Source: an optimization exercise on an open RTL-to-GDS flow (aim: small area, a short achievable clock period and few clock cycles). Production flows keep margins and buffers that such runs may drop. At most, simulation tests tie the RTL to the original design; equivalence was not proved. Function not checked in runs 1 to 3: the RTL went through the layout flow alone. No activity file was given, so power comes from the tool's default toggle rates.

==> design/flow/design.v <==
package lrd_pkg;
    localparam int unsigned CFG_IDX_W = 2;
    localparam logic [31:0] RST_RECORD_MAGIC  = 32'h544B_564C;
    localparam logic [31:0] RST_MAX_KEY_LEN   = 32'h0400_0000;
    localparam logic [31:0] RST_MAX_VALUE_LEN = 32'h1000_0000;
    localparam logic [31:0] FNV_OFFSET = 32'd2166136261;
    localparam logic [2:0] K_KEY       = 3'd0;
    localparam logic [2:0] K_VALUE     = 3'd1;
    localparam logic [2:0] K_OK        = 3'd2;
    localparam logic [2:0] K_BAD_MAGIC = 3'd3;
    localparam logic [2:0] K_BAD_SIZE  = 3'd4;
    localparam logic [2:0] K_BAD_CSUM  = 3'd5;
    localparam logic [2:0] K_TORN      = 3'd6;
    localparam logic [2:0] PH_HEADER = 3'd0;
    localparam logic [2:0] PH_KEY    = 3'd1;
    localparam logic [2:0] PH_VALUE  = 3'd2;
    localparam logic [2:0] PH_CHECK  = 3'd3;
    localparam logic [2:0] PH_ERROR  = 3'd4;
endpackage
module lrd_parse (
    input  logic [31:0] i_h,
    input  logic [7:0]  i_b,
    output logic [31:0] o_h
);
    logic [31:0] x, t0, t1, t2, t3, t4, t5;
    logic [31:0] s1, c1, s2, c2, s3, c3, s4, c4;
    assign x  = i_h ^ {24'd0, i_b};
    assign t0 = x;
    assign t1 = x << 1;
    assign t2 = x << 4;
    assign t3 = x << 7;
    assign t4 = x << 8;
    assign t5 = x << 24;
    assign s1 = t0 ^ t1 ^ t2;
    assign c1 = ((t0 & t1) | (t0 & t2) | (t1 & t2)) << 1;
    assign s2 = t3 ^ t4 ^ t5;
    assign c2 = ((t3 & t4) | (t3 & t5) | (t4 & t5)) << 1;
    assign s3 = s1 ^ c1 ^ s2;
    assign c3 = ((s1 & c1) | (s1 & s2) | (c1 & s2)) << 1;
    assign s4 = s3 ^ c3 ^ c2;
    assign c4 = ((s3 & c3) | (s3 & c2) | (c3 & c2)) << 1;
    assign o_h = s4 + c4;
endmodule
module lrd_outq #(
    parameter int unsigned DEPTH = 3,
    parameter int unsigned W     = 12
) (
    input  logic         i_clk,
    input  logic         i_rst_n,
    input  logic         i_push,
    input  logic [W-1:0] i_data,
    input  logic         i_pop,
    output logic         o_full,
    output logic         o_empty,
    output logic         o_full_next,
    output logic         o_empty_next,
    output logic [W-1:0] o_data
);
    localparam int unsigned CW = $clog2(DEPTH + 1);
    logic [W-1:0]  r_slot [DEPTH];
    logic [CW-1:0] r_count, n_count, wpos;
    logic          r_full, r_empty, pop_ok;
    assign pop_ok       = i_pop && !r_empty;
    assign n_count      = r_count + CW'(i_push) - CW'(pop_ok);
    assign o_full_next  = (n_count == CW'(DEPTH));
    assign o_empty_next = (n_count == '0);
    assign wpos         = r_count - CW'(pop_ok);
    assign o_full       = r_full;
    assign o_empty      = r_empty;
    assign o_data       = r_slot[0];
    always_ff @(posedge i_clk) begin
        if (!i_rst_n) begin
            r_count <= '0;
            r_full  <= 1'b0;
            r_empty <= 1'b1;
        end else begin
            r_count <= n_count;
            r_full  <= o_full_next;
            r_empty <= o_empty_next;
        end
    end
    always_ff @(posedge i_clk) begin
        for (int i = 0; i < DEPTH; i++) begin
            if (i_push && wpos == CW'(i))
                r_slot[i] <= i_data;
            else if (pop_ok && i + 1 < DEPTH)
                r_slot[i] <= r_slot[(i + 1 < DEPTH) ? i + 1 : i];
        end
    end
endmodule
module log_record_deframer_core #(
    parameter int unsigned QDEPTH = 3
) (
    input  logic                          i_clk,
    input  logic                          i_rst_n,
    input  logic                          i_cfg_wr_en,
    input  logic [lrd_pkg::CFG_IDX_W-1:0] i_cfg_index,
    input  logic [31:0]                   i_cfg_wr_data,
    input  logic                          i_valid,
    output logic                          o_stall,
    input  logic                          i_func,
    input  logic [7:0]                    i_log_byte,
    output logic                          o_valid,
    input  logic                          i_stall,
    output logic [2:0]                    o_kind,
    output logic [7:0]                    o_payload_byte,
    output logic [63:0]                   o_sequence_res,
    output logic                          o_tombstone,
    output logic [31:0]                   o_key_length,
    output logic [31:0]                   o_value_length,
    output logic                          o_last
);
    logic [31:0] r_magic_cfg, r_max_key, r_max_value;
    always_ff @(posedge i_clk) begin
        if (!i_rst_n) begin
            r_magic_cfg <= lrd_pkg::RST_RECORD_MAGIC;
            r_max_key   <= lrd_pkg::RST_MAX_KEY_LEN;
            r_max_value <= lrd_pkg::RST_MAX_VALUE_LEN;
        end else if (i_cfg_wr_en) begin
            case (i_cfg_index)
                2'd0:    r_magic_cfg <= i_cfg_wr_data;
                2'd1:    r_max_key   <= i_cfg_wr_data;
                2'd2:    r_max_value <= i_cfg_wr_data;
                default: ;
            endcase
        end
    end
    logic        r_in_valid, r_in_func, r_o_stall;
    logic [7:0]  r_in_byte;
    logic [2:0]  r_phase;
    logic [4:0]  r_hcount;
    logic        r_magic_ok, r_gt, r_kover;
    logic [63:0] r_seq;
    logic        r_tomb;
    logic [31:0] r_klen, r_vlen, r_exp, r_hash, r_rem;
    logic        r_rem_one;
    logic        go, accept;
    logic        q_full, q_empty, q_full_n, q_empty_n, push;
    logic [11:0] push_data, q_data;
    logic        check, hash_ok, chk_push;
    logic [2:0]  eph;
    logic        is_end, is_hdr, is_pay, is_key, torn, zero_torn, h24;
    logic        beat_push;
    logic [2:0]  beat_kind;
    logic        beat_last;
    logic [31:0] hash_step;
    logic        kzero, vzero;
    logic [7:0]  mbyte, sbyte;
    logic        gt_in, gt_new;
    logic        bank_clr, bank_we, to_pay, key_to_val;
    logic [2:0]  n_phase;
    logic [4:0]  n_hcount;
    logic        n_in_valid, n_in_func;
    logic        n_check, n_hdr, n_pay, nr_n, ne_n;
    assign go      = r_in_valid && !r_o_stall;
    assign accept  = i_valid && !r_o_stall;
    assign o_stall = r_o_stall;
    lrd_parse u_hash (.i_h(r_hash), .i_b(r_in_byte), .o_h(hash_step));
    assign check    = (r_phase == lrd_pkg::PH_CHECK);
    assign hash_ok  = (r_hash == r_exp);
    assign chk_push = check && !q_full;
    assign eph      = check ? (hash_ok ? lrd_pkg::PH_HEADER : lrd_pkg::PH_ERROR) : r_phase;
    assign is_end    = r_in_func;
    assign is_hdr    = (eph == lrd_pkg::PH_HEADER);
    assign is_key    = (eph == lrd_pkg::PH_KEY);
    assign is_pay    = is_key || (eph == lrd_pkg::PH_VALUE);
    assign torn      = is_pay || (is_hdr && r_hcount != 5'd0);
    assign zero_torn = (r_phase == lrd_pkg::PH_HEADER) && (r_hcount != 5'd0) && (r_hcount <= 5'd4);
    assign h24       = (r_hcount == 5'd24);
    assign kzero = (r_klen == 32'd0);
    assign vzero = (r_vlen == 32'd0);
    always_comb begin
        case (r_hcount[1:0])
            2'd0:    mbyte = r_magic_cfg[7:0];
            2'd1:    mbyte = r_magic_cfg[15:8];
            2'd2:    mbyte = r_magic_cfg[23:16];
            default: mbyte = r_magic_cfg[31:24];
        endcase
        case (r_hcount[2:0])
            3'd5:    sbyte = r_max_key[7:0];
            3'd6:    sbyte = r_max_key[15:8];
            3'd7:    sbyte = r_max_key[23:16];
            3'd0:    sbyte = r_max_key[31:24];
            3'd1:    sbyte = r_max_value[7:0];
            3'd2:    sbyte = r_max_value[15:8];
            3'd3:    sbyte = r_max_value[23:16];
            default: sbyte = r_max_value[31:24];
        endcase
        gt_in  = (r_hcount == 5'd13 || r_hcount == 5'd17) ? 1'b0 : r_gt;
        gt_new = (r_in_byte > sbyte) || ((r_in_byte == sbyte) && gt_in);
    end
    assign to_pay     = is_hdr && h24 && r_magic_ok && !r_kover && !r_gt && !(kzero && vzero);
    assign key_to_val = is_key && r_rem_one && !vzero;
    always_comb begin
        beat_push = 1'b0;
        beat_kind = lrd_pkg::K_TORN;
        beat_last = 1'b1;
        if (is_end) begin
            beat_push = torn;
        end else if (is_hdr) begin
            if (h24) begin
                if (!r_magic_ok) begin
                    beat_push = 1'b1;
                    beat_kind = lrd_pkg::K_BAD_MAGIC;
                end else if (r_kover || r_gt) begin
                    beat_push = 1'b1;
                    beat_kind = lrd_pkg::K_BAD_SIZE;
                end
            end
        end else if (is_pay) begin
            beat_push = 1'b1;
            beat_kind = is_key ? lrd_pkg::K_KEY : lrd_pkg::K_VALUE;
            beat_last = !(r_rem_one && !key_to_val);
        end
    end
    assign push = chk_push || (go && beat_push);
    always_comb begin
        if (chk_push)
            push_data = {hash_ok ? lrd_pkg::K_OK : lrd_pkg::K_BAD_CSUM, 8'd0, 1'b1};
        else if (is_end || !is_pay)
            push_data = {beat_kind, 8'd0, 1'b1};
        else
            push_data = {beat_kind, r_in_byte, beat_last};
    end
    always_comb begin
        n_phase  = r_phase;
        n_hcount = r_hcount;
        if (go) begin
            if (is_end) begin
                n_phase  = lrd_pkg::PH_HEADER;
                n_hcount = '0;
            end else if (is_hdr) begin
                n_phase  = lrd_pkg::PH_HEADER;
                n_hcount = r_hcount + 5'd1;
                if (h24) begin
                    n_hcount = '0;
                    if (!r_magic_ok || r_kover || r_gt)
                        n_phase = lrd_pkg::PH_ERROR;
                    else if (kzero && vzero)
                        n_phase = lrd_pkg::PH_CHECK;
                    else if (!kzero)
                        n_phase = lrd_pkg::PH_KEY;
                    else
                        n_phase = lrd_pkg::PH_VALUE;
                end
            end else if (is_pay) begin
                if (r_rem_one)
                    n_phase = key_to_val ? lrd_pkg::PH_VALUE : lrd_pkg::PH_CHECK;
                else
                    n_phase = eph;
            end else begin
                n_phase = lrd_pkg::PH_ERROR;
            end
        end else if (chk_push) begin
            n_phase = hash_ok ? lrd_pkg::PH_HEADER : lrd_pkg::PH_ERROR;
        end
    end
    assign n_in_valid = accept || (r_in_valid && !go);
    assign n_in_func  = accept ? i_func : r_in_func;
    assign n_check    = (n_phase == lrd_pkg::PH_CHECK);
    assign n_hdr      = (n_phase == lrd_pkg::PH_HEADER);
    assign n_pay      = (n_phase == lrd_pkg::PH_KEY) || (n_phase == lrd_pkg::PH_VALUE);
    assign nr_n = n_check || n_pay || (n_hdr && (n_in_func ? (n_hcount != 5'd0) : (n_hcount == 5'd24)));
    assign ne_n = n_hdr && (n_in_func ? (n_hcount != 5'd0 && n_hcount <= 5'd4) : (n_hcount == 5'd4));
    always_ff @(posedge i_clk) begin
        if (!i_rst_n) begin
            r_in_valid <= 1'b0;
            r_o_stall  <= 1'b0;
            r_phase    <= lrd_pkg::PH_HEADER;
            r_hcount   <= '0;
        end else begin
            r_in_valid <= n_in_valid;
            r_o_stall  <= n_in_valid && ((nr_n && q_full_n) || (ne_n && !q_empty_n));
            r_phase    <= n_phase;
            r_hcount   <= n_hcount;
        end
    end
    always_ff @(posedge i_clk) begin
        if (accept) begin
            r_in_func <= i_func;
            r_in_byte <= i_log_byte;
        end
    end
    always_ff @(posedge i_clk) begin
        if (go && !is_end && is_hdr) begin
            if (r_hcount < 5'd4)
                r_magic_ok <= ((r_hcount == 5'd0) || r_magic_ok) && (r_in_byte == mbyte);
            if (r_hcount >= 5'd13 && r_hcount <= 5'd20)
                r_gt <= gt_new;
            if (r_hcount == 5'd16)
                r_kover <= gt_new;
        end
    end
    assign bank_clr = go && (r_phase == lrd_pkg::PH_HEADER) &&
                      (is_end ? zero_torn : (r_hcount == 5'd4));
    assign bank_we  = r_in_valid && !is_end && (r_phase == lrd_pkg::PH_HEADER);
    always_ff @(posedge i_clk) begin
        if (bank_clr)
            r_seq[7:0] <= is_end ? 8'd0 : r_in_byte;
        for (int j = 1; j < 8; j++) begin
            if (bank_clr || (bank_we && r_hcount == 5'(4 + j)))
                r_seq[8*j +: 8] <= (r_hcount == 5'd4 || is_end) ? 8'd0 : r_in_byte;
        end
        if (bank_clr || (bank_we && r_hcount == 5'd12))
            r_tomb <= (r_hcount == 5'd12) && (r_in_byte != 8'd0);
        for (int j = 0; j < 4; j++) begin
            if (bank_clr || (bank_we && r_hcount == 5'(13 + j)))
                r_klen[8*j +: 8] <= (r_hcount == 5'd4 || is_end) ? 8'd0 : r_in_byte;
            if (bank_clr || (bank_we && r_hcount == 5'(17 + j)))
                r_vlen[8*j +: 8] <= (r_hcount == 5'd4 || is_end) ? 8'd0 : r_in_byte;
        end
        for (int j = 0; j < 4; j++) begin
            if (bank_we && r_hcount == 5'(21 + j))
                r_exp[8*j +: 8] <= r_in_byte;
        end
    end
    always_ff @(posedge i_clk) begin
        if (go && !is_end && to_pay) begin
            r_hash    <= lrd_pkg::FNV_OFFSET;
            r_rem     <= kzero ? r_vlen : r_klen;
            r_rem_one <= kzero ? (r_vlen == 32'd1) : (r_klen == 32'd1);
        end else if (go && !is_end && is_hdr && h24) begin
            r_hash    <= lrd_pkg::FNV_OFFSET;
        end else if (go && !is_end && is_pay) begin
            r_hash <= hash_step;
            if (key_to_val) begin
                r_rem     <= r_vlen;
                r_rem_one <= (r_vlen == 32'd1);
            end else begin
                r_rem     <= r_rem - 32'd1;
                r_rem_one <= (r_rem == 32'd2);
            end
        end
    end
    lrd_outq #(
        .DEPTH (QDEPTH),
        .W     (12)
    ) u_outq (
        .i_clk        (i_clk),
        .i_rst_n      (i_rst_n),
        .i_push       (push),
        .i_data       (push_data),
        .i_pop        (!i_stall),
        .o_full       (q_full),
        .o_empty      (q_empty),
        .o_full_next  (q_full_n),
        .o_empty_next (q_empty_n),
        .o_data       (q_data)
    );
    assign o_valid        = !q_empty;
    assign o_kind         = q_data[11:9];
    assign o_payload_byte = q_data[8:1];
    assign o_last         = q_data[0];
    assign o_sequence_res = r_seq;
    assign o_tombstone    = r_tomb;
    assign o_key_length   = r_klen;
    assign o_value_length = r_vlen;
endmodule
==> design/flow/run.sh <==
#!/bin/bash
# synth_recipe.tcl (not shown) runs the flow's synth.tcl, then flattens the netlist and writes it again
# the make line also repeats each setting of config.mk as NAME=value (left out here)
make -C /OpenROAD-flow-scripts/flow DESIGN_CONFIG=/design/flow/config.mk WORK_HOME=/design/flow/orfs CLKGATE_MAP_FILE= SYNTH_SCRIPT=/design/flow/synth_recipe.tcl finish
==> design/flow/config.mk <==
export PLATFORM = sky130hd
export DESIGN_NAME = log_record_deframer_core
export DESIGN_NICKNAME = log_record_deframer_core
export VERILOG_FILES = /design/flow/design.v
export SDC_FILE = /design/flow/constraint.sdc
export NUM_CORES = 4
export LEC_CHECK = 0
export CAP_MARGIN = 20
export CORE_MARGIN = 2
export CORE_UTILIZATION = 40
export SLEW_MARGIN = 20
==> design/flow/constraint.sdc <==
create_clock -name core_clock -period 10.0 [get_ports {i_clk}]
set_input_delay 2.0000 -clock core_clock [delete_from_list [all_inputs] [get_ports {i_clk}]]
set_output_delay 2.0000 -clock core_clock [all_outputs]
set_load 0.01 [all_outputs]
==> key figures, run 1 <==
Worst setup path
  • Kind of launch point of the worst setup path: register
  • Kind of capture point of the worst setup path: register
  • Maximum fanout along the worst path: 11
  • Register-to-Register Path Depth: 16
  • Slowest stage delay, CP: around 0.62 ns
  • Critical path data arrival time: about 5.6 ns
  • Slack of the worst reg-to-reg path: slightly below 5 ns
  • Startpoint of the worst register-to-register path: r_in_byte[7]
  • Critical path data required time: 10.45 ns
  • Ordered cell list for the critical path: xor2_1, inv_1, fa_1, fa_1, fa_1, inv_1, ha_1, a21o_1, a21o_1, a21o_1, a2bb2oi_1, a21oi_1, or3b_1, a41oi_1, xnor2_1, a21oi_1
  • Critical register-to-register path endpoint: r_hash[31]
  • Critical path class: reg -> reg
  • Critical-path top delay cell: edfxtp_1

Synth
  • Async SR Flop Fraction: 0
  • Yosys warning count: 3
  • Area of the mapped netlist: approximately 0.020 mm^2
  • Post-synthesis cell type count: 76
  • Most used flip-flop cell after synthesis: edfxtp_1
  • Average footprint of a synthesized cell: between 10 and 15 um^2
  • Leading post-synthesis cells by cell area: edfxtp_1 (36%), dfxtp_1 (14%), fa_1 (8.2%)
  • Top-area cell type share of the netlist area: 0.365
  • Register area share after synthesis: 0.509
  • Library cell with the largest summed area after synthesis: edfxtp_1
  • Number of enable flip-flop cells after synthesis: approximately 240
  • Net Count, Synth: 2043
  • Cell count after synthesis: 1839
  • Number of storage elements in the synthesis netlist: between 300 and 400

Clock network
  • Number of hold buffers added after cts: 0
  • H-tree depth: 2
  • Skew-Pair Late Insertion Delay: between 0.5 and 0.6 ns
  • CTS max path bufs: 3
  • Post-cts gate resize count: 0
  • Clock-pin slew of the registers on the worst-case setup and hold paths: roughly 0.060 ns
  • CTS tree: yes
  • Clk root buf: clkbuf_16
  • Number of buffers created by CTS: 43
  • Count of buffers added by post-CTS timing repair for setup: 0
  • Clock sink total: around 380

Timing
  • Fmax: between 0.15 and 0.2 GHz
  • RSZ-0062 raised after global routing: no
  • Period minus WS final: 5.16 ns
  • Count of endpoints failing hold in the final timing report: 0
  • Max-slew violation count: 0
  • Smallest setup slack after layout: 4.84 ns
  • Setup TNS after final layout: 0 ns
  • Clock skew: roughly 0.02 ns
  • Count of endpoints failing setup in the final report: 0
  • Actual slew at the worst max-slew pin: about 1.1 ns
  • Headroom to the max-slew limit: 0.248
  • Final clock period utilization by the worst path: 0.516

Routing
  • Ratio of routed vias to standard cells: roughly 5.4
  • WL final: between 50 and 60 mm
  • Vias: 14800
  • Number of nets with antenna violations after detailed routing: 0
  • Average routed wire per standard cell: about 22 um
  • Router iterations before antenna repair: 5
  • Initial DRC Count: roughly 1400
  • DRC violations left: 0

Cells and area
  • Most common cell after layout, fill and taps aside: nand2_1
  • FILL cells: around 4400
  • Non-filler instance count after layout: ~2700
  • Layout cells sized above 1: 0.0677
  • Commonest non-fill, non-tap cells in the layout: nand2_1 (298), edfxtp_1 (241), clkdlybuf4s50_1 (190)
  • Number of nets at the end of the flow: about 2200
  • Post-synthesis to final-layout area growth: 19.9%
  • Cell area after layout: around 0.024 mm^2
  • Count of antenna diodes in the layout: 0

Power and ir drop
  • Switching Share: 0.376
  • Portion of total power attributed to combinational logic: 0.433
  • Fraction of power consumed by sequential logic: 0.310
  • Cell-internal power: approximately 0.0037 W
  • Leakage power figure: 8.79 nW
  • NetSw: 0.00220 W
  • Power per cell area: 247 mW/mm^2
  • Share of total power in the clock network: 0.257
  • Max VDD drop: roughly 0.23 mV
  • Total power consumption of the routed design: 0.00586 W

Floorplanning
  • Chip Width: 227 um
  • Initial core utilization: 0.405
  • Core region area: just under 0.05 mm^2
  • Area of the die: slightly above 0.05 mm^2
  • Die Ht: about 230 um
  • Num rows: just over 80
  • Boundary Pins: around 190

Worst hold path
  • Startpoint of the worst hold path: r_max_value[30]
  • Cells on Worst Hold Path: 2
  • Worst min-delay path class: reg -> reg
  • End of the worst hold path: r_max_value[30]

Placement
  • Total placed cells including tap cells: between 2000 and 3000
  • Weighted congestion at the end of routability-driven global placement: 0.922
  • Dpl cell area: 0.0224 mm^2
  • HPWL reported at the end of detailed placement: 42.8 mm
  • Input/output buffers: 190
  • Worst slack, placed: a little under 5 ns

Global route
  • Maximum number of pins on one net before global-route repair: 87
  • Global router's overall resource usage: 0.227
  • GRT overflow: 0
  • Global-route wire length before repair: between 80 and 90 mm
  • Number of global-route vias before repair: ~14000
  • Antenna violations before repair: 0

Run
  • Max-cap violations: 0

Outcome
  • Status: no timing/DRC/antenna violations
## power by group through the flow
| stage | logic [W] | registers (W) | clock network [W] |
|---|---|---|---|
| 2_1_floorplan | 0.00187 | 0.00183 | 0 |
| 3_3_place_gp | 0.00248 | 0.00185 | 0 |
| 3_5_place_dp | 0.00250 | 0.00185 | 0 |
| 4_1_cts | 0.00253 | 0.00182 | 0.00154 |
| 5_1_grt | 0.00285 | 0.00182 | 0.00160 |
| 6_report | 0.00254 | 0.00182 | 0.00151 |
## synthesized netlist by cell type (29+ instances only)
cell type and n:
ha_1 75, a21oi_1 144, edfxtp_1 241, xnor2_1 81
o21ai_0 48, nor3_1 29, nand2_1 298, clkbuf_1 67
fa_1 81, inv_1 131, nor4_1 32, nor2_1 89
dfxtp_1 143
## cell type report
class	instances	area [um^2]	share of cell area
inverters	133	499	0.0210
clock buffers	58	1160	0.0489
repair buffers	215	2090	0.0879
clock inverters	21	178	0.00747
multi-input cells	1241	8920	0.375
flip-flops and latches	384	10100	0.425
well taps	664	831	0.0349
## through the flow
| stage | hold slack [ns] | util |
|---|---|---|
| global route | 0.468 | 0.486 |
| finish | 0.452 | 0.486 |
| detailed placement | 0.444 | 0.458 |
| global placement | 0.438 | 0.458 |
| CTS | 0.452 | 0.485 |
| floorplan | 0.433 | - |
## worst max path at each step
| stage | depth (start not counted) | to | from | slack [ns] |
|---|---|---|---|---|
| 5_1_grt | 16 | r_hash[31] | r_in_byte[7] | 4.52 |
| 3_3_place_gp | 16 | r_hash[31] | r_in_byte[7] | 4.94 |
| 4_1_cts | 16 | r_hash[31] | r_in_byte[7] | 4.82 |
| 6_report | 16 | r_hash[31] | r_in_byte[7] | 4.84 |
| 3_5_place_dp | 16 | r_hash[31] | r_in_byte[7] | 4.84 |
| 2_1_floorplan | 16 | r_hash[31] | r_in_byte[7] | 5.56 |
## logic make-up (layout without fill, tap and decap cells)
kind of cell,after synthesis,after routing,share of synthesized area
AND/OR/NAND/NOR,603,603,0.143
flip-flops,384,384,0.509
AO/OA/AOI/OAI,344,344,0.112
buffers and inverters,214,427,0.0418
adder cells (fa/ha/maj),156,156,0.129
XOR/XNOR,108,108,0.0477
multiplexers,30,30,0.0168
## critical path, delay by kind of cell (launching register included)
family / cells / cell delay, ns
compound gates: 7 / 1.36
flops: 1 / 0.62
buf+inv: 2 / 0.24
xor+xnor: 2 / 0.57
simple gates: 1 / 0.42
fa+ha+maj: 4 / 1.81
## state kept, by name (all words and copies together) (netlist names), 2 cells and up
name and cells:
r_seq 64, u_outq.r_slot 36, r_exp 32, r_hash 32, r_klen 32, r_magic_cfg 32
r_max_key 32, r_max_value 32, r_rem 32, r_vlen 32, r_in_byte 8, r_hcount 5
r_phase 3, u_outq.r_count 2
## per-layer routing
metal | global-route usage | routed length [um]
met1 | 0.318 | 25800
met4 | 0.0611 | 1440
met3 | 0.0308 | 3560
met5 | 0 | 0
met2 | 0.369 | 27700
==> run 2, diff against run 1 <==
--- a/design/flow/config.mk
+++ b/design/flow/config.mk
@@ -6,6 +6,8 @@
 export NUM_CORES = 4
 export LEC_CHECK = 0
+export ABC_CLOCK_PERIOD_IN_PS = 3000
 export CAP_MARGIN = 20
 export CORE_MARGIN = 2
 export CORE_UTILIZATION = 40
+export CTS_BUF_LIST = sky130_fd_sc_hd__clkbuf_4
 export SLEW_MARGIN = 20
==> run 2 against run 1 <==
Net effect:
- die area did not move
- critical path type unchanged
- critical endpoint unchanged
- largest power group unchanged
- combinational power about the same
- synthesized area did not move
- largest cell class unchanged
- global-route usage rose by 0.39 points
- cell count grew 4.3%
- still clean
==> key figures, run 2 <==
Floorplanning
  • Area of the die: a little over 0.05 mm^2
  • Initial core utilization: 0.405
  • Boundary Pins: around 190
  • Num rows: between 80 and 90
  • Chip Width: between 200 and 250 um
  • Die Ht: between 200 and 250 um
  • Core region area: 0.0490 mm^2

Timing
  • Actual slew at the worst max-slew pin: approximately 1.1 ns
  • Min Hold Slack: 0.452 ns
  • Final clock period utilization by the worst path: 0.518
  • Headroom to the max-slew limit: 0.259
  • Period minus WS final: 5.18 ns
  • Count of endpoints failing hold in the final timing report: 0
  • Setup TNS after final layout: 0 ns
  • Count of endpoints failing setup in the final report: 0
  • Fmax: around 0.19 GHz
  • RSZ-0062 raised after global routing: no
  • Max-slew violation count: 0
  • Clock skew: 0.0448 ns

Synth
  • Number of enable flip-flop cells after synthesis: around 240
  • Leading post-synthesis cells by cell area: edfxtp_1 (36%), dfxtp_1 (14%), fa_1 (8.2%)
  • Leading cell type by number of instances after synthesis: nand2_1
  • Area of the mapped netlist: roughly 0.020 mm^2
  • Most used flip-flop cell after synthesis: edfxtp_1
  • Register area share after synthesis: 0.509
  • Main combinational cell family by area after synthesis: simple AND/OR/NAND/NOR gates
  • Area share of xor/xnor cells in the synthesized design: 0.0477
  • Multiplexer area fraction after synthesis: 0.0168
  • Post-synthesis cell type count: 76
  • Complex-gate fraction of the synthesized area: 0.112
  • Number of storage elements in the synthesis netlist: about 380
  • Leading cell types by count after synthesis: nand2_1 (298), edfxtp_1 (241), a21oi_1 (144)
  • Library cell with the largest summed area after synthesis: edfxtp_1
  • Async SR Flop Fraction: 0
  • Cell count after synthesis: roughly 1800
  • Share of synthesized cell area in full adder, half adder and majority cells: 0.129
  • Yosys warning count: 3
  • Basic-gate share of the synthesized area counting and, or, nand and nor cells: 0.143
  • Net Count, Synth: 2043
  • Top-area cell type share of the netlist area: 0.365
  • Average footprint of a synthesized cell: 10.8 um^2

Worst setup path
  • Maximum fanout along the worst path: 11
  • Critical path data required time: 10.67 ns
  • Kind of launch point of the worst setup path: register
  • Kind of capture point of the worst setup path: register
  • Register-to-Register Path Depth: 16
  • Critical path data arrival time: 5.85 ns
  • Critical path class: reg -> reg

Placement
  • HPWL reported at the end of detailed placement: approximately 43 mm
  • Input/output buffers: 190
  • Total placed cells including tap cells: ~2600
  • Weighted congestion at the end of routability-driven global placement: 0.922
  • Dpl cell area: 0.0224 mm^2

Clock network
  • Number of buffers created by CTS: 104
  • Skew-Pair Late Insertion Delay: between 0.8 and 0.9 ns
  • Post-cts gate resize count: 0
  • Clock sink total: 384
  • CTS tree: yes
  • Count of buffers added by post-CTS timing repair for setup: 0
  • Number of hold buffers added after cts: 0
  • Clk root buf: clkbuf_4
  • Clock-pin slew of the registers on the worst-case setup and hold paths: 0.07 ns
  • H-tree depth: 3
  • CTS max path bufs: 3

Power and ir drop
  • Max VDD drop: a little over 0.2 mV
  • Leakage power figure: approximately 9.0 nW
  • Power per cell area: about 240 mW/mm^2

Routing
  • Average routed wire per standard cell: around 21 um
  • Ratio of routed vias to standard cells: approximately 5.4
  • Router iterations before antenna repair: 5
  • Number of nets with antenna violations after detailed routing: 0
  • Initial DRC Count: 1380
  • DRC violations left: 0
  • WL final: around 59 mm
  • Vias: roughly 15000

Cells and area
  • Layout cells sized above 1: 0.115
  • Post-synthesis to final-layout area growth: 20.1%
  • Multi-input gate area: 0.00892 mm^2
  • Number of nets at the end of the flow: around 2300
  • Non-filler instance count after layout: between 2000 and 3000
  • Register ranked first by flip-flop count: r_seq
  • Flip-flop count of the largest register after layout: between 60 and 70
  • FILL cells: between 4000 and 5000
  • Most common cell after layout, fill and taps aside: nand2_1
  • Largest registers: r_seq: 64 flops, u_outq.r_slot: 36 flops
  • Register Area: slightly above 0.01 mm^2
  • Cell area after layout: 0.0238 mm^2
  • Commonest non-fill, non-tap cells in the layout: nand2_1 (298), edfxtp_1 (241), clkdlybuf4s50_1 (190)

Global route
  • Antenna violations before repair: 2
  • Global router's overall resource usage: 0.231
  • Number of global-route vias before repair: about 15000
  • GRT overflow: 0
  • Maximum number of pins on one net before global-route repair: 87
  • Global-route wire length before repair: 89.5 mm

Outcome
  • Status: no timing/DRC/antenna violations

Run
  • Max-cap violations: 0

Worst hold path
  • Worst min-delay path class: reg -> reg
  • Cells on Worst Hold Path: 2
## run 2: cell counts after synthesis
No cell type changed its count.
## run 2: worst max-delay path, cell delays in order, from the launching register on
cell and delay (ns):
edfxtp_1 0.63, xor2_1 0.42, inv_1 0.20, fa_1 0.42
fa_1 0.49, fa_1 0.54, inv_1 0.04, ha_1 0.35
a21o_1 0.21, a21o_1 0.17, a21o_1 0.21, a2bb2oi_1 0.30
a21oi_1 0.17, or3b_1 0.41, a41oi_1 0.23, xnor2_1 0.14
a21oi_1 0.08
## run 2: worst paths after layout
path,from,endpoint,slack (ns)
setup / recovery,r_in_byte[7],r_hash[31],4.82
hold / removal,r_max_value[30],r_max_value[30],0.45
setup reg to reg,r_in_byte[7],r_hash[31],4.82
hold reg to reg,r_max_value[30],r_max_value[30],0.45
## run 2: layer usage
metal / track usage / part of all wire
met4: 0.0730 / 0.023
met1: 0.312 / 0.43
met3: 0.0422 / 0.061
met2: 0.376 / 0.48
met5: 0 / 0
## run 2: per-stage QoR
step	power (W)	setup slack (ns)	utilization
2_1_floorplan	0.00370	5.56	-
3_3_place_gp	0.00432	4.94	0.458
3_5_place_dp	0.00435	4.84	0.458
4_1_cts	0.00581	4.78	0.486
5_1_grt	0.00623	4.48	0.487
6_report	0.00579	4.82	0.487
## run 2: cell type report
| cell class | instances | share of cell area |
|---|---|---|
| sequential | 384 | 0.424 |
| multi-input combinational | 1241 | 0.374 |
| timing repair buffer | 215 | 0.0877 |
| clock buffer | 160 | 0.0504 |
| tap | 664 | 0.0349 |
| inverter | 133 | 0.0210 |
| clock inverter | 31 | 0.00714 |
| antenna | 4 | 0.000420 |
## run 2: where the power goes
| group | total [W] | switching (W) | internal [W] |
|---|---|---|---|
| Clock | 0.00143 | 0.000672 | 0.000757 |
| Sequential | 0.00182 | 0.0000644 | 0.00175 |
| Combinational | 0.00254 | 0.00149 | 0.00105 |
| Total | 0.00579 | 0.00223 | 0.00356 |
## run 2: cells by family (layout without fill, tap and decap cells)
kind of cell             count (synthesis)  in the layout
adder cells (fa/ha/maj)                156            156
AND/OR/NAND/NOR                        603            603
flip-flops                             384            384
AO/OA/AOI/OAI                          344            344
XOR/XNOR                               108            108
other                                    0              4
multiplexers                            30             30
buffers and inverters                  214            539
==> run 3, diff against run 2 <==
--- a/design/flow/config.mk
+++ b/design/flow/config.mk
@@ -11,3 +11,4 @@
 export CORE_UTILIZATION = 40
 export CTS_BUF_LIST = sky130_fd_sc_hd__clkbuf_4
+export SETUP_SLACK_MARGIN = 5
 export SLEW_MARGIN = 20
==> run 3 against run 2 <==
Net effect:
- fmax increased by 7.9%
- clock skew decreased by 0.0036 ns
- power increased by 0.36%
- critical path depth decreased by 2
- critical path type unchanged
- still clean on timing, DRC and antenna
- global-route usage about the same
- synthesized area unchanged
- wire length increased by 0.13%
- first-iteration DRC count decreased by 4.8%
- final area increased by 0.38%
- combinational power about the same
==> key figures, run 3 <==
Synth
  • Average footprint of a synthesized cell: ~11 um^2
  • Number of enable flip-flop cells after synthesis: 241
  • Most used flip-flop cell after synthesis: edfxtp_1
  • Register area share after synthesis: 0.509
  • Leading cell types by count after synthesis: nand2_1 (298), edfxtp_1 (241), a21oi_1 (144)
  • Yosys warning count: 3
  • Cell count after synthesis: roughly 1800
  • Number of storage elements in the synthesis netlist: about 380
  • Async SR Flop Fraction: 0
  • Net Count, Synth: slightly above 2000
  • Post-synthesis cell type count: 76
  • Area of the mapped netlist: about 0.020 mm^2
  • Top-area cell type share of the netlist area: 0.365
  • Leading cell type by number of instances after synthesis: nand2_1
  • Leading post-synthesis cells by cell area: edfxtp_1 (36%), dfxtp_1 (14%), fa_1 (8.2%)
  • Library cell with the largest summed area after synthesis: edfxtp_1

Worst setup path
  • Slowest stage delay, CP: between 0.5 and 0.6 ns
  • Critical path class: reg -> reg
  • Ordered cell list for the critical path: inv_1, fa_1, fa_1, inv_1, fa_1, ha_1, a21o_1, a21oi_1, nor3b_1, o2111ai_1, a31oi_1, a21oi_1, xnor2_1, o22ai_1
  • Critical path data arrival time: about 5.5 ns
  • Most numerous cell on the critical path: fa_1
  • Critical path data required time: around 11 ns
  • CP top delay family: adder cells
  • Kind of capture point of the worst setup path: register
  • Worst Path Buf+Inv: 2
  • Maximum fanout along the worst path: 6
  • Critical-path top delay cell: fa_1
  • Kind of launch point of the worst setup path: register

Timing
  • Count of endpoints failing setup in the final report: 0
  • Max-slew violation count: 0
  • Min Hold Slack: 0.452 ns
  • Period minus WS final: roughly 4.8 ns
  • Fmax: ~0.21 GHz
  • Smallest setup slack after layout: 5.20 ns
  • Headroom to the max-slew limit: 0.260
  • Clock skew: between 0.04 and 0.05 ns
  • Count of endpoints failing hold in the final timing report: 0
  • RSZ-0062 raised after global routing: yes
  • Setup TNS after final layout: 0 ns
  • Final clock period utilization by the worst path: 0.480
  • Actual slew at the worst max-slew pin: ~1.1 ns

Power and ir drop
  • Share of total power in the clock network: 0.246
  • Max VDD drop: a little over 0.2 mV
  • NetSw: between 0.002 and 0.0025 W
  • Leakage power figure: roughly 9 nW
  • Power per cell area: around 240 mW/mm^2
  • Fraction of power consumed by sequential logic: 0.312
  • Switching Share: 0.383
  • Cell-internal power: approximately 0.0036 W
  • Portion of total power attributed to combinational logic: 0.441

Floorplanning
  • Boundary Pins: 191
  • Core region area: between 0.04 and 0.05 mm^2
  • Die Ht: about 230 um
  • Chip Width: ~230 um
  • Num rows: approximately 80
  • Initial core utilization: 0.405
  • Area of the die: approximately 0.051 mm^2

Cells and area
  • Register ranked first by flip-flop count: r_seq
  • Non-filler instance count after layout: between 2000 and 3000
  • Post-synthesis to final-layout area growth: 20.6%
  • Commonest non-fill, non-tap cells in the layout: nand2_1 (298), edfxtp_1 (241), clkdlybuf4s50_1 (190)
  • Largest registers: r_seq: 64 flops, u_outq.r_slot: 36 flops
  • Flip-flop count of the largest register after layout: 64
  • Number of nets at the end of the flow: 2291
  • Most common cell after layout, fill and taps aside: nand2_1
  • Layout cells sized above 1: 0.120

Routing
  • Initial DRC Count: 1314
  • Ratio of routed vias to standard cells: between 5 and 6
  • Router iterations before antenna repair: 6
  • Number of nets with antenna violations after detailed routing: 0
  • Vias: between 15000 and 20000
  • WL final: 59.4 mm
  • DRC violations left: 0
  • Average routed wire per standard cell: roughly 21 um

Placement
  • HPWL reported at the end of detailed placement: 42.8 mm
  • Input/output buffers: 190
  • Worst slack, placed: between 4 and 5 ns
  • Weighted congestion at the end of routability-driven global placement: between 0.9 and 1
  • Total placed cells including tap cells: roughly 2600

Clock network
  • H-tree depth: 3
  • CTS max path bufs: 3
  • Clk root buf: clkbuf_4
  • Number of buffers created by CTS: between 100 and 150
  • CTS tree: yes
  • Number of hold buffers added after cts: 0
  • Clock sink total: between 300 and 400
  • Skew-Pair Late Insertion Delay: slightly above 0.8 ns
  • Clock-pin slew of the registers on the worst-case setup and hold paths: approximately 0.060 ns

Global route
  • Number of global-route vias before repair: roughly 15000
  • Maximum number of pins on one net before global-route repair: between 80 and 90
  • Global-route wire length before repair: between 80 and 90 mm
  • Antenna violations before repair: 2
  • Global router's overall resource usage: 0.231
  • GRT overflow: 0

Run
  • Max-cap violations: 0

Outcome
  • Status: no timing/DRC/antenna violations

Worst hold path
  • Worst min-delay path class: reg -> reg
## run 3: cell counts after synthesis
No cell type changed its count.
## run 3: per-layer routing
metal / up-vias / global-route usage / part of all wire
met2: 588 / 0.376 / 0.48
met5: - / 0 / 0
met4: 0 / 0.0730 / 0.024
met1: 7485 / 0.312 / 0.43
li1: 7077 / - / -
met3: 100 / 0.0422 / 0.062
## run 3: cell type report
type | count | area, um^2
antenna | 4 | 10.0
fill | 4482 | 25000
clock buffer | 160 | 1200
clock inverter | 31 | 170
timing repair buffer | 223 | 2150
tap | 664 | 831
sequential | 384 | 10100
inverter | 133 | 499
multi-input combinational | 1241 | 8950
## run 3: metrics by stage
stage	total power, W	utilization	instance area [um^2]
3_3_place_gp	0.00432	0.458	22400
4_1_cts	0.00581	0.487	23800
2_1_floorplan	0.00370	-	19800
3_5_place_dp	0.00435	0.458	22400
6_report	0.00581	0.488	23900
5_1_grt	0.00626	0.488	23900
## run 3: final timing paths
kind                    from               to  slack [ns]  cells after the start
max               r_hash[19]       r_hash[30]        5.20                     14
min          r_max_value[30]  r_max_value[30]        0.45                      2
min reg2reg  r_max_value[30]  r_max_value[30]        0.45                      2
max reg2reg       r_hash[19]       r_hash[30]        5.20                     14
## run 3: worst reg2reg max path, stage by stage, from the launching register on
cell	delay, ns
dfxtp_1	0.51
inv_1	0.27
fa_1	0.53
fa_1	0.54
inv_1	0.06
fa_1	0.48
ha_1	0.37
a21o_1	0.18
a21oi_1	0.24
nor3b_1	0.41
o2111ai_1	0.33
a31oi_1	0.33
a21oi_1	0.15
xnor2_1	0.15
o22ai_1	0.09
## run 3: timing repair
item | CTS | global route
gates resized for setup | 0 | 7
buffers inserted | 4 | 4
endpoints found under the setup margin | 8 | 16
pin swaps | 0 | 1
## run 3: cell families after synthesis
family,Yosys count,synth area share
simple gates,603,0.143
flops,384,0.509
compound gates,344,0.112
buf+inv,214,0.0418
fa+ha+maj,156,0.129
xor+xnor,108,0.0477
mux,30,0.0168
## run 3: power groups by stage
stage	registers [W]	clock network, W	logic [W]
floorplan	0.00183	0	0.00187
global placement	0.00185	0	0.00248
detailed placement	0.00185	0	0.00250
CTS	0.00181	0.00147	0.00253
global route	0.00182	0.00155	0.00289
finish	0.00181	0.00143	0.00256
==> run 4, diff against run 3 <==
--- a/design/flow/design.v
+++ b/design/flow/design.v
@@ -90,5 +90,5 @@
 endmodule
 module log_record_deframer_core #(
-    parameter int unsigned QDEPTH = 3
+    parameter int unsigned QDEPTH = 2
 ) (
     input  logic                          i_clk,
==> design/flow/flow/run.sh (new file) <==
#!/bin/bash
# Standard layout, but the port buffers are the smallest buffer cell (buf_1) instead of
# the default pick; every input and output port still gets its own buffer.
set -euo pipefail
export BUFFER_PORTS_ARGS="-buffer_cell sky130_fd_sc_hd__buf_1"
bash standard.sh > standard_flow.log 2>&1
==> design/flow/standard.sh (new file) <==
#!/bin/bash
# synth_recipe.tcl (not shown) runs the flow's synth.tcl, then flattens the netlist and writes it again
# the make line also repeats each setting of config.mk as NAME=value (left out here)
make -C /OpenROAD-flow-scripts/flow DESIGN_CONFIG=/design/flow/config.mk WORK_HOME=/design/flow/orfs CLKGATE_MAP_FILE= SYNTH_SCRIPT=/design/flow/synth_recipe.tcl "${@:-finish}"
--- a/design/flow/config.mk
+++ b/design/flow/config.mk
@@ -6,9 +6,9 @@
 export NUM_CORES = 4
 export LEC_CHECK = 0
-export ABC_CLOCK_PERIOD_IN_PS = 3000
 export CAP_MARGIN = 20
 export CORE_MARGIN = 2
 export CORE_UTILIZATION = 40
-export CTS_BUF_LIST = sky130_fd_sc_hd__clkbuf_4
+export CTS_CLUSTER_DIAMETER = 60
+export CTS_CLUSTER_SIZE = 30
 export SETUP_SLACK_MARGIN = 5
 export SLEW_MARGIN = 20
removed: design/flow/run.sh
==> run 4 against run 3 <==
Net effect:
- flip-flop and latch count down 12
- global-route usage down 1.2 points
- first-iteration DRC count up 7.7%
- synthesized cell count down 0.76%
- sequential power down 3%
- non-clock buffer count up 9
- final area down 7.3%
- sequential share of layout area up 1.8 points
- setup slack worse by 0.026 ns
- critical path depth up 2
- clock skew down 0.0098 ns
- critical endpoint is now r_hash[31]
- largest power group unchanged
- highest routed layer unchanged
==> key figures, run 4 <==
Synth
  • Most used flip-flop cell after synthesis: edfxtp_1
  • Area of the mapped netlist: roughly 0.019 mm^2
  • Number of storage elements in the synthesis netlist: approximately 370
  • Library cell with the largest summed area after synthesis: edfxtp_1
  • Yosys warning count: 3
  • Leading post-synthesis cells by cell area: edfxtp_1 (35%), dfxtp_1 (15%), fa_1 (8.4%)
  • Post-synthesis cell type count: 75
  • Average footprint of a synthesized cell: around 11 um^2
  • Cell count after synthesis: 1825
  • Number of enable flip-flop cells after synthesis: roughly 230
  • Top-area cell type share of the netlist area: 0.354
  • Leading cell type by number of instances after synthesis: nand2_1
  • Register area share after synthesis: 0.502
  • Net Count, Synth: ~2000
  • Leading cell types by count after synthesis: nand2_1 (292), edfxtp_1 (229), a21oi_1 (145)
  • Async SR Flop Fraction: 0

Global route
  • Number of global-route vias before repair: about 14000
  • Global-route wire length before repair: ~85 mm
  • Maximum number of pins on one net before global-route repair: 88
  • Global router's overall resource usage: 0.218
  • GRT overflow: 0
  • Antenna violations before repair: 0

Timing
  • Max-slew violation count: 0
  • Count of endpoints failing setup in the final report: 0
  • Period minus WS final: just under 5 ns
  • RSZ-0062 raised after global routing: yes
  • Smallest setup slack after layout: 5.18 ns
  • Clock skew: approximately 0.031 ns
  • Fmax: 0.207 GHz
  • Final clock period utilization by the worst path: 0.482
  • Setup TNS after final layout: 0 ns
  • Actual slew at the worst max-slew pin: between 1 and 1.5 ns
  • Headroom to the max-slew limit: 0.278
  • Count of endpoints failing hold in the final timing report: 0

Power and ir drop
  • Switching Share: 0.393
  • Cell-internal power: roughly 0.0033 W
  • Fraction of power consumed by sequential logic: 0.322
  • NetSw: about 0.0021 W
  • Share of total power in the clock network: 0.246
  • Leakage power figure: 8.34 nW
  • Power per cell area: around 240 mW/mm^2
  • Max VDD drop: approximately 0.21 mV
  • Portion of total power attributed to combinational logic: 0.432

Cells and area
  • Register ranked first by flip-flop count: r_seq
  • FILL cells: ~4500
  • Layout cells sized above 1: 0.0801
  • Count of antenna diodes in the layout: 0
  • Post-synthesis to final-layout area growth: 14.2%
  • Flip-flop count of the largest register after layout: 64
  • Commonest non-fill, non-tap cells in the layout: nand2_1 (292), edfxtp_1 (229), buf_1 (190)
  • Number of nets at the end of the flow: ~2200
  • Most common cell after layout, fill and taps aside: nand2_1

Worst setup path
  • Slowest stage delay, CP: between 0.5 and 0.6 ns
  • Kind of capture point of the worst setup path: register
  • Critical path data required time: about 10 ns
  • Register-to-Register Path Depth: 16
  • Startpoint of the worst register-to-register path: r_in_byte[7]
  • Critical register-to-register path endpoint: r_hash[31]
  • Kind of launch point of the worst setup path: register
  • Critical path class: reg -> reg
  • Maximum fanout along the worst path: 4
  • Critical path data arrival time: 5.30 ns
  • Slack of the worst reg-to-reg path: ~5.2 ns
  • Ordered cell list for the critical path: xor2_4, fa_1, inv_1, fa_1, fa_1, inv_1, ha_1, inv_1, nor3_1, a31oi_2, o21ai_2, a31oi_2, o21ai_0, mux2i_1, or4_1, o21a_1
  • Critical-path top delay cell: fa_1

Outcome
  • Status: no timing/DRC/antenna violations

Floorplanning
  • Die Ht: about 220 um
  • Initial core utilization: 0.405
  • Boundary Pins: 191
  • Chip Width: approximately 220 um
  • Area of the die: between 0.05 and 0.06 mm^2
  • Core region area: between 0.04 and 0.05 mm^2
  • Num rows: 80

Routing
  • Ratio of routed vias to standard cells: ~5.5
  • Vias: 14600
  • WL final: 55.9 mm
  • Initial DRC Count: approximately 1400
  • Router iterations before antenna repair: 6
  • Average routed wire per standard cell: between 20 and 25 um
  • DRC violations left: 0
  • Number of nets with antenna violations after detailed routing: 0

Clock network
  • H-tree depth: 1
  • CTS tree: yes
  • Skew-Pair Late Insertion Delay: 0.60 ns
  • Clock sink total: about 370
  • Number of buffers created by CTS: 30
  • Clk root buf: clkbuf_16
  • CTS max path bufs: 3
  • Clock-pin slew of the registers on the worst-case setup and hold paths: 0.09 ns
  • Number of hold buffers added after cts: 0

Worst hold path
  • Worst min-delay path class: reg -> reg
  • Cells on Worst Hold Path: 2
  • End of the worst hold path: r_max_value[31]
  • Startpoint of the worst hold path: r_max_value[31]

Placement
  • Weighted congestion at the end of routability-driven global placement: 0.924
  • Worst slack, placed: approximately 4.5 ns
  • Input/output buffers: 190
  • HPWL reported at the end of detailed placement: a little over 40 mm

Run
  • Max-cap violations: 0
==> run 4: cell count changes after synthesis, sizes merged, moves of 8 or more <==
| cell | previous run | this run |
|---|---|---|
| mux2 | 26 | 14 |
| nor2 | 91 | 115 |
| xnor2 | 81 | 46 |
| and2 | 24 | 16 |
| a221oi | 16 | 4 |
| a22oi | 0 | 8 |
| nand2 | 300 | 292 |
| and3 | 7 | 18 |
| xor2 | 27 | 60 |
| edfxtp | 241 | 229 |
==> run 4: cell families after synthesis <==
group                    after synthesis  share of synthesized area
AND/OR/NAND/NOR                      606                      0.146
flip-flops                           372                      0.502
AO/OA/AOI/OAI                        348                      0.118
buffers and inverters                219                     0.0445
adder cells (fa/ha/maj)              156                      0.132
XOR/XNOR                             106                     0.0479
multiplexers                          18                     0.0102
==> run 4: power by group through the flow <==
stage | combinational [W] | sequential, W | clock (W)
6_report | 0.00234 | 0.00175 | 0.00133
4_1_cts | 0.00225 | 0.00174 | 0.00135
2_1_floorplan | 0.00170 | 0.00176 | 0
3_5_place_dp | 0.00221 | 0.00178 | 0
3_3_place_gp | 0.00220 | 0.00178 | 0
5_1_grt | 0.00262 | 0.00175 | 0.00141
==> run 4: per-stage QoR <==
step           std cells  total power (W)  utilization  hold WS [ns]  cell area [um^2]
2_1_floorplan       1825          0.00346            -         0.433             19400
3_3_place_gp        2577          0.00398        0.434         0.440             20700
3_5_place_dp        2577          0.00399        0.434         0.445             20700
4_1_cts             2639          0.00535        0.459         0.457             22000
5_1_grt             2650          0.00579        0.463         0.473             22200
6_report            2650          0.00542        0.463         0.455             22200
==> run 4: repair_timing <==
item | in CTS | in global routing
endpoints found under the setup margin | 5 | 4
setup buffers | 6 | 11
gates resized for setup | 8 | 26
pin swaps | 0 | 2
endpoints found under the hold margin | 0 | 0
gates cloned | 0 | 0
==> run 4: per-layer routing <==
metal | vias up | track usage | wire [um]
li1 | 6777 | - | -
met1 | 7172 | 0.308 | 24600
met2 | 494 | 0.355 | 26200
met3 | 110 | 0.0229 | 3170
met4 | 0 | 0.0711 | 1980
met5 | - | 0 | 0
==> run 4: layout make-up <==
cell class / instances / area, um^2 / share of cell area
Multi-Input combinational cell: 1234 / 8920 / 0.402
Clock buffer: 34 / 808 / 0.0365
Timing Repair Buffer: 232 / 1030 / 0.0464
Sequential cell: 372 / 9750 / 0.440
Tap cell: 615 / 769 / 0.0347
Inverter: 141 / 541 / 0.0244
Clock inverter: 22 / 342 / 0.0154
==> run 4: worst max-delay path by stage <==
stage,start,end,slack (ns),depth (start not counted)
final,r_in_byte[7],r_hash[31],5.18,16
after global routing,r_hash[11],r_hash[31],4.90,15
after CTS,r_hash[8],r_hash[31],4.96,15
after detailed placement,r_in_byte[7],r_hash[31],4.54,16
after global placement,r_in_byte[6],r_hash[31],4.58,16
after floorplan,r_in_byte[7],r_hash[25],5.49,16
==> run 4: critical path, delay by kind of cell (launching register included) <==
kind | cells | cell delay, ns
fa+ha+maj | 4 | 1.87
compound gates | 5 | 1.07
simple gates | 2 | 0.70
flops | 1 | 0.50
xor+xnor | 1 | 0.25
buf+inv | 3 | 0.17
mux | 1 | 0.14
Testbench counts of run 4, summed over its fixed seeds: cycles 22,746.
==> run 5, diff against run 4 <==
--- a/design/flow/config.mk
+++ b/design/flow/config.mk
@@ -9,6 +9,6 @@
 export CORE_MARGIN = 2
 export CORE_UTILIZATION = 40
-export CTS_CLUSTER_DIAMETER = 60
-export CTS_CLUSTER_SIZE = 30
+export CTS_CLUSTER_DIAMETER = 100
+export CTS_CLUSTER_SIZE = 25
 export SETUP_SLACK_MARGIN = 5
 export SLEW_MARGIN = 20
==> run 5 against run 4 <==
Net effect:
- fmax increased by 0.66%
- still clean on timing, DRC and antenna
- cell count decreased by 0.98%
- global-route usage about the same
- register-to-register slack improved by 0.03 ns
- highest routed layer unchanged
- final area decreased by 2.8%
==> key figures, run 5 <==
Synth
  • Net Count, Synth: 2029
  • Post-synthesis cell type count: 75
  • Area of the mapped netlist: 0.0194 mm^2
  • Average footprint of a synthesized cell: ~11 um^2
  • Register area share after synthesis: 0.502
  • Leading cell type by number of instances after synthesis: nand2_1
  • Top-area cell type share of the netlist area: 0.354
  • Async SR Flop Fraction: 0
  • Number of storage elements in the synthesis netlist: 372
  • Cell count after synthesis: 1825
  • Leading post-synthesis cells by cell area: edfxtp_1 (35%), dfxtp_1 (15%), fa_1 (8.4%)
  • Library cell with the largest summed area after synthesis: edfxtp_1
  • Most used flip-flop cell after synthesis: edfxtp_1
  • Leading cell types by count after synthesis: nand2_1 (292), edfxtp_1 (229), a21oi_1 (145)
  • Yosys warning count: 3
  • Number of enable flip-flop cells after synthesis: roughly 230

Clock network
  • CTS max path bufs: 3
  • Number of hold buffers added after cts: 0
  • Clock-pin slew of the registers on the worst-case setup and hold paths: 0.11 ns
  • Number of buffers created by CTS: 19
  • H-tree depth: 1
  • Clk root buf: clkbuf_16
  • Clock sink total: around 370
  • Skew-Pair Late Insertion Delay: 0.57 ns
  • CTS tree: yes

Cells and area
  • Register ranked first by flip-flop count: r_seq
  • Post-synthesis to final-layout area growth: 11.0%
  • Number of nets at the end of the flow: 2200
  • Most common cell after layout, fill and taps aside: nand2_1
  • FILL cells: ~4600
  • Final core occ: 0.450
  • Flip-flop count of the largest register after layout: 64
  • Layout cells sized above 1: 0.0637
  • Count of antenna diodes in the layout: 0
  • Multi-input gate area: just under 0.009 mm^2
  • Register Area: 0.00975 mm^2
  • Commonest non-fill, non-tap cells in the layout: nand2_1 (292), edfxtp_1 (229), buf_1 (190)

Global route
  • Number of global-route vias before repair: between 10000 and 15000
  • GRT overflow: 0
  • Antenna violations before repair: 0
  • Global router's overall resource usage: 0.218
  • Global-route wire length before repair: 84.7 mm
  • Maximum number of pins on one net before global-route repair: approximately 90

Worst setup path
  • Register-to-Register Path Depth: 16
  • Slack of the worst reg-to-reg path: roughly 5.2 ns
  • Kind of capture point of the worst setup path: register
  • Startpoint of the worst register-to-register path: r_in_byte[7]
  • End of the critical path: r_hash[31]
  • Critical-path top delay cell: fa_1
  • Slowest stage delay, CP: 0.54 ns
  • Critical path depth: 16
  • Critical path data arrival time: roughly 5.3 ns
  • Maximum fanout along the worst path: 4
  • Critical path class: reg -> reg
  • Critical path data required time: ~10 ns
  • Worst setup startpoint: r_in_byte[7]
  • Kind of launch point of the worst setup path: register
  • Critical register-to-register path endpoint: r_hash[31]
  • Ordered cell list for the critical path: xor2_4, fa_1, inv_1, fa_1, fa_1, inv_1, ha_1, inv_1, nor3_1, a31oi_2, o21ai_2, a31oi_2, o21ai_0, mux2i_1, or4_1, o21a_1
  • CP top delay family: adder cells
  • Worst Path Buf+Inv: 3

Timing
  • RSZ-0062 raised after global routing: yes
  • Max-slew violation count: 0
  • Clock skew: around 0.030 ns
  • Setup TNS after final layout: 0 ns
  • Fmax: approximately 0.21 GHz
  • Actual slew at the worst max-slew pin: 1.06 ns
  • Headroom to the max-slew limit: 0.289
  • Count of endpoints failing setup in the final report: 0
  • Period minus WS final: roughly 4.8 ns
  • Count of endpoints failing hold in the final timing report: 0
  • Min Hold Slack: 0.455 ns
  • Final clock period utilization by the worst path: 0.479

Power and ir drop
  • Max VDD drop: 0.214 mV
  • Total power consumption of the routed design: approximately 0.0050 W
  • Leakage power figure: 8.05 nW
  • Power per cell area: 231 mW/mm^2

Routing
  • Met2 wirelength from detailed routing: between 20 and 30 mm
  • Vias: ~14000
  • Average routed wire per standard cell: between 20 and 25 um
  • Ratio of routed vias to standard cells: 5.49
  • Number of nets with antenna violations after detailed routing: 0
  • WL final: approximately 56 mm
  • Initial DRC Count: 1394
  • Router iterations before antenna repair: 8
  • DRC violations left: 0
  • Wire length the detailed router placed on met1: between 20 and 25 mm
  • Max layer used: met4
  • Total met3 wirelength after detailed routing: ~3.2 mm

Placement
  • Weighted congestion at the end of routability-driven global placement: 0.924
  • Input/output buffers: 190
  • HPWL reported at the end of detailed placement: just over 40 mm

Floorplanning
  • Boundary Pins: between 150 and 200
  • Chip Width: 224 um
  • Die Ht: approximately 220 um
  • Initial core utilization: 0.405
  • Core region area: ~0.048 mm^2
  • Area of the die: a little over 0.05 mm^2
  • Num rows: 80

Run
  • Max-cap violations: 0

Worst hold path
  • Worst min-delay path class: reg -> reg

Outcome
  • Status: no timing/DRC/antenna violations
[run 5: cells by family after synthesis]
logic type | count (synthesis) | share of synthesized area
AND/OR/NAND/NOR | 606 | 0.146
flip-flops | 372 | 0.502
AO/OA/AOI/OAI | 348 | 0.118
buffers and inverters | 219 | 0.0445
adder cells (fa/ha/maj) | 156 | 0.132
XOR/XNOR | 106 | 0.0479
multiplexers | 18 | 0.0102
[run 5: worst min-delay path by stage]
stage / from / endpoint / slack [ns] / cells past startpoint
finish: r_max_value[31] / r_max_value[31] / 0.46 / 2
CTS: r_max_value[31] / r_max_value[31] / 0.46 / 2
floorplan: r_max_value[25] / r_max_value[25] / 0.43 / 2
global route: r_max_key[4] / r_max_key[4] / 0.48 / 2
global placement: r_max_value[31] / r_max_value[31] / 0.44 / 2
detailed placement: r_max_value[31] / r_max_value[31] / 0.44 / 2
[run 5: layer usage]
layer / vias to the layer above / global-route usage
met3: 82 / 0.0226
met5: - / 0
met1: 7092 / 0.305
met2: 511 / 0.359
met4: 0 / 0.0654
li1: 6727 / -
[run 5: per-stage QoR]
| step | cell area [um^2] | instances | setup WS (ns) |
|---|---|---|---|
| 4_1_cts | 21400 | 2617 | 4.99 |
| 2_1_floorplan | 19400 | 1825 | 5.49 |
| 3_5_place_dp | 20700 | 2577 | 4.54 |
| 5_1_grt | 21500 | 2624 | 4.91 |
| 3_3_place_gp | 20700 | 2577 | 4.58 |
| 6_report | 21500 | 2624 | 5.21 |
[run 5: what timing repair did]
| item | in CTS | in global routing |
|---|---|---|
| pin swaps | 0 | 2 |
| setup buffers | 6 | 7 |
| setup endpoints to repair | 5 | 4 |
| endpoints found under the hold margin | 0 | 0 |
| resized for setup | 8 | 25 |
[run 5: tightest hold or removal path, delay by kind of cell, from the launching register on]
kind | cells | cell delay [ns]
AOI/OAI and AO/OA | 1 | 0.05
DFF | 1 | 0.32
and+or+nand+nor | 1 | 0.05
[run 5: power by group]
| part | internal (W) | total (W) | switching, W |
|---|---|---|---|
| clock network | 0.000380 | 0.000885 | 0.000505 |
| logic | 0.000965 | 0.00234 | 0.00138 |
| registers | 0.00168 | 0.00175 | 0.0000655 |
| total | 0.00303 | 0.00497 | 0.00195 |
[run 5: final cells by class]
cell class | instances | share of cell area
multi-input combinational | 1234 | 0.414
tap | 615 | 0.0357
clock inverter | 5 | 0.00261
clock buffer | 29 | 0.0238
inverter | 141 | 0.0249
timing repair buffer | 228 | 0.0463
sequential | 372 | 0.453
==> run 6, diff against run 5 <==
==> design/flow/flow/run.sh (replaced) <==
#!/bin/bash
# Standard layout with two changes: the port buffers are the smallest buffer cell
# (buf_1) instead of the default pick, and repair_timing aims for more setup slack than
# the flow settings allow. Every input and output port still gets its own buffer; the
# clock period and constraints are the standard flow's.
set -euo pipefail
export BUFFER_PORTS_ARGS="-buffer_cell sky130_fd_sc_hd__buf_1"
export SETUP_SLACK_MARGIN=6.5
bash standard.sh > standard_flow.log 2>&1
--- a/design/flow/config.mk
+++ b/design/flow/config.mk
@@ -8,7 +8,6 @@
 export CAP_MARGIN = 20
 export CORE_MARGIN = 2
-export CORE_UTILIZATION = 40
+export CORE_UTILIZATION = 60
 export CTS_CLUSTER_DIAMETER = 100
 export CTS_CLUSTER_SIZE = 25
-export SETUP_SLACK_MARGIN = 5
 export SLEW_MARGIN = 20
==> run 6 against run 5 <==
Net effect:
- still clean
- via count increased by 6.1%
- clock power decreased by 2%
- largest power group unchanged
- sequential share of layout area decreased by 1.7 points
- critical path depth grew 1
==> key figures, run 6 <==
Routing
  • Router iterations before antenna repair: 6
  • Vias: between 15000 and 20000
  • DRC violations left: 0
  • Initial DRC Count: about 1700
  • Number of nets with antenna violations after detailed routing: 0
  • Ratio of routed vias to standard cells: 6.24
  • Average routed wire per standard cell: between 20 and 25 um
  • WL final: between 50 and 60 mm

Worst setup path
  • Startpoint of the worst register-to-register path: r_in_byte[5]
  • Ordered cell list for the critical path: xor2_4, inv_2, fa_1, inv_1, ha_4, ha_4, ha_1, a211oi_2, o21ai_2, a31oi_4, o21ai_4, buf_4, a31oi_4, o21ai_2, mux2i_1, or4_1, o21a_1
  • CP top delay family: compound AO/OA/AOI/OAI gates
  • Critical-path top delay cell: fa_1
  • Slowest stage delay, CP: 0.56 ns
  • Critical path data arrival time: about 5.0 ns
  • Kind of launch point of the worst setup path: register
  • Critical path class: reg -> reg
  • Critical register-to-register path endpoint: r_hash[31]
  • Worst Path Buf+Inv: 3
  • Register-to-Register Path Depth: 17
  • Kind of capture point of the worst setup path: register
  • Critical path data required time: ~10 ns
  • Slack of the worst reg-to-reg path: around 5.4 ns
  • Maximum fanout along the worst path: 4

Timing
  • Fmax: ~0.22 GHz
  • Max-slew violation count: 0
  • Actual slew at the worst max-slew pin: roughly 1.1 ns
  • Count of endpoints failing hold in the final timing report: 0
  • Period minus WS final: between 4 and 5 ns
  • Final clock period utilization by the worst path: 0.461
  • Clock skew: ~0.021 ns
  • RSZ-0062 raised after global routing: yes
  • Count of endpoints failing setup in the final report: 0
  • Headroom to the max-slew limit: 0.279
  • Setup TNS after final layout: 0 ns

Floorplanning
  • Initial core utilization: 0.612
  • Core region area: between 0.03 and 0.04 mm^2
  • Area of the die: between 0.03 and 0.04 mm^2
  • Chip Width: 184 um
  • Boundary Pins: roughly 190
  • Die Ht: between 150 and 200 um
  • Num rows: 65

Cells and area
  • Flip-flop count of the largest register after layout: 64
  • Commonest non-fill, non-tap cells in the layout: nand2_1 (287), edfxtp_1 (229), buf_1 (190)
  • Post-synthesis to final-layout area growth: 15.8%
  • Multi-input gate area: around 0.0097 mm^2
  • Most common cell after layout, fill and taps aside: nand2_1
  • Count of antenna diodes in the layout: 0
  • Non-filler instance count after layout: ~2500
  • Register ranked first by flip-flop count: r_seq
  • Register Area: 0.00980 mm^2
  • FILL cells: roughly 2300
  • Number of nets at the end of the flow: 2243
  • Layout cells sized above 1: 0.149

Synth
  • Number of storage elements in the synthesis netlist: approximately 370
  • Register area share after synthesis: 0.502
  • Complex-gate fraction of the synthesized area: 0.118
  • Leading cell types by count after synthesis: nand2_1 (292), edfxtp_1 (229), a21oi_1 (145)
  • Number of enable flip-flop cells after synthesis: 229
  • Share of synthesized cell area in full adder, half adder and majority cells: 0.132
  • Leading post-synthesis cells by cell area: edfxtp_1 (35%), dfxtp_1 (15%), fa_1 (8.4%)
  • Post-synthesis cell type count: 75
  • Yosys warning count: 3
  • Leading cell type by number of instances after synthesis: nand2_1
  • Net Count, Synth: between 2000 and 2500
  • Top-area cell type share of the netlist area: 0.354
  • Area of the mapped netlist: ~0.019 mm^2
  • Average footprint of a synthesized cell: ~11 um^2
  • Library cell with the largest summed area after synthesis: edfxtp_1
  • Main combinational cell family by area after synthesis: simple AND/OR/NAND/NOR gates
  • Most used flip-flop cell after synthesis: edfxtp_1
  • Multiplexer area fraction after synthesis: 0.0102
  • Async SR Flop Fraction: 0
  • Area share of xor/xnor cells in the synthesized design: 0.0479
  • Cell count after synthesis: 1825
  • Basic-gate share of the synthesized area counting and, or, nand and nor cells: 0.146

Power and ir drop
  • Power per cell area: approximately 280 mW/mm^2
  • Max VDD drop: 0.318 mV
  • Leakage power figure: roughly 8.4 nW

Global route
  • Global router's overall resource usage: 0.325
  • GRT overflow: 0
  • Antenna violations before repair: 2
  • Number of global-route vias before repair: roughly 15000
  • Maximum number of pins on one net before global-route repair: 88
  • Global-route wire length before repair: 83.9 mm

Placement
  • Weighted congestion at the end of routability-driven global placement: 0.923
  • Input/output buffers: 190
  • Total placed cells including tap cells: around 2400
  • HPWL reported at the end of detailed placement: about 38 mm

Clock network
  • H-tree depth: 1
  • Clk root buf: clkbuf_16
  • Number of hold buffers added after cts: 0
  • Clock-pin slew of the registers on the worst-case setup and hold paths: ~0.10 ns
  • Skew-Pair Late Insertion Delay: 0.54 ns
  • CTS tree: yes
  • Number of buffers created by CTS: 19
  • CTS max path bufs: 3
  • Clock sink total: 372

Worst hold path
  • Cells on Worst Hold Path: 2
  • Startpoint of the worst hold path: r_max_value[29]
  • Worst min-delay path class: reg -> reg
  • End of the worst hold path: r_max_value[29]

Outcome
  • Status: no timing/DRC/antenna violations

Run
  • Max-cap violations: 0
-- run 6: report_power, final --
group | switching, W | internal, W
sequential | 0.0000623 | 0.00168
clock | 0.000503 | 0.000368
combinational | 0.00198 | 0.00180
-- run 6: tightest hold or removal path: stages (launching register included) --
cell     delay [ns]
dfxtp_1        0.32
nand2_1        0.05
a21oi_1        0.05
-- run 6: logic make-up after synthesis --
group / after synthesis
compound gates: 348
xor+xnor: 106
buf+inv: 219
fa+ha+maj: 156
flops: 372
simple gates: 606
mux: 18
-- run 6: metal layers --
layer / part of all wire / GRT usage / vias up
met5: 0.00021 / 0 / -
met4: 0.035 / 0.0886 / 2
met3: 0.086 / 0.0576 / 160
met2: 0.47 / 0.537 / 761
met1: 0.40 / 0.446 / 7546
li1: - / - / 6826
-- run 6: layout make-up --
cell class | count | area share
tap | 402 | 0.0224
sequential | 372 | 0.436
clock inverter | 3 | 0.00161
multi-input combinational | 1234 | 0.431
timing repair buffer | 271 | 0.0612
clock buffer | 30 | 0.0230
inverter | 141 | 0.0247
-- run 6: worst max-delay path by stage --
stage / from / endpoint / slack (ns) / depth (start not counted)
after CTS: r_in_byte[7] / r_hash[25] / 5.62 / 16
after detailed placement: r_in_byte[7] / r_hash[25] / 5.16 / 16
final: r_in_byte[5] / r_hash[31] / 5.39 / 17
after floorplan: r_in_byte[5] / r_hash[25] / 5.81 / 16
after global placement: r_in_byte[3] / r_hash[30] / 5.29 / 17
after global routing: r_in_byte[5] / r_hash[25] / 5.26 / 16
-- run 6: through the flow --
step	power, W	util	setup slack (ns)	cell area, um^2	hold slack [ns]
2_1_floorplan	0.00364	-	5.81	19600	0.433
3_3_place_gp	0.00418	0.651	5.29	20700	0.440
3_5_place_dp	0.00424	0.651	5.16	20700	0.445
4_1_cts	0.00587	0.697	5.62	22100	0.460
5_1_grt	0.00670	0.709	5.26	22500	0.472
6_report	0.00640	0.709	5.39	22500	0.459
-- run 6: timing repair --
action | 4_1_cts | 5_1_grt
buffers inserted | 42 | 16
gates resized for setup | 125 | 56
pin swaps | 61 | 50
setup endpoints to repair | 93 | 129

[what the ideal ports hide]
How much do the figures lean on ideal ports? The routed layouts below were timed once more, with nothing changed but the port constraints. Step 1 sets driving cells, clkbuf_16 on the clock port and buf_2 on the other inputs (assumed; they add their load-dependent delay and slew). Step 2 also shifts input and output timing later by t, the mid clock arrival at the registers, as if the neighbouring blocks saw the same clock. a / b / c = ideal ports / drivers / drivers and shift; a / b = the first two.
run | shift t [ns] | slack for setup (ns) | latest minus earliest clock arrival (ns) | worst register clock-pin slew, ns
run 1 | 0.622 | 4.843 / 4.843 / 4.843 | 0.020 / 0.020 | 0.06 / 0.06
run 2 | 0.869 | 4.821 / 4.821 / 4.821 | 0.045 / 0.045 | 0.07 / 0.07
run 3 | 0.868 | 5.202 / 5.202 / 5.202 | 0.046 / 0.046 | 0.07 / 0.07
run 4 | 0.646 | 5.176 / 5.176 / 5.176 | 0.036 / 0.036 | 0.09 / 0.09
run 5 | 0.609 | 5.207 / 5.207 / 5.207 | 0.031 / 0.031 | 0.11 / 0.11
run 6 | 0.583 | 5.390 / 5.390 / 5.390 | 0.021 / 0.020 | 0.11 / 0.11
After both steps every run listed still meets setup and hold.
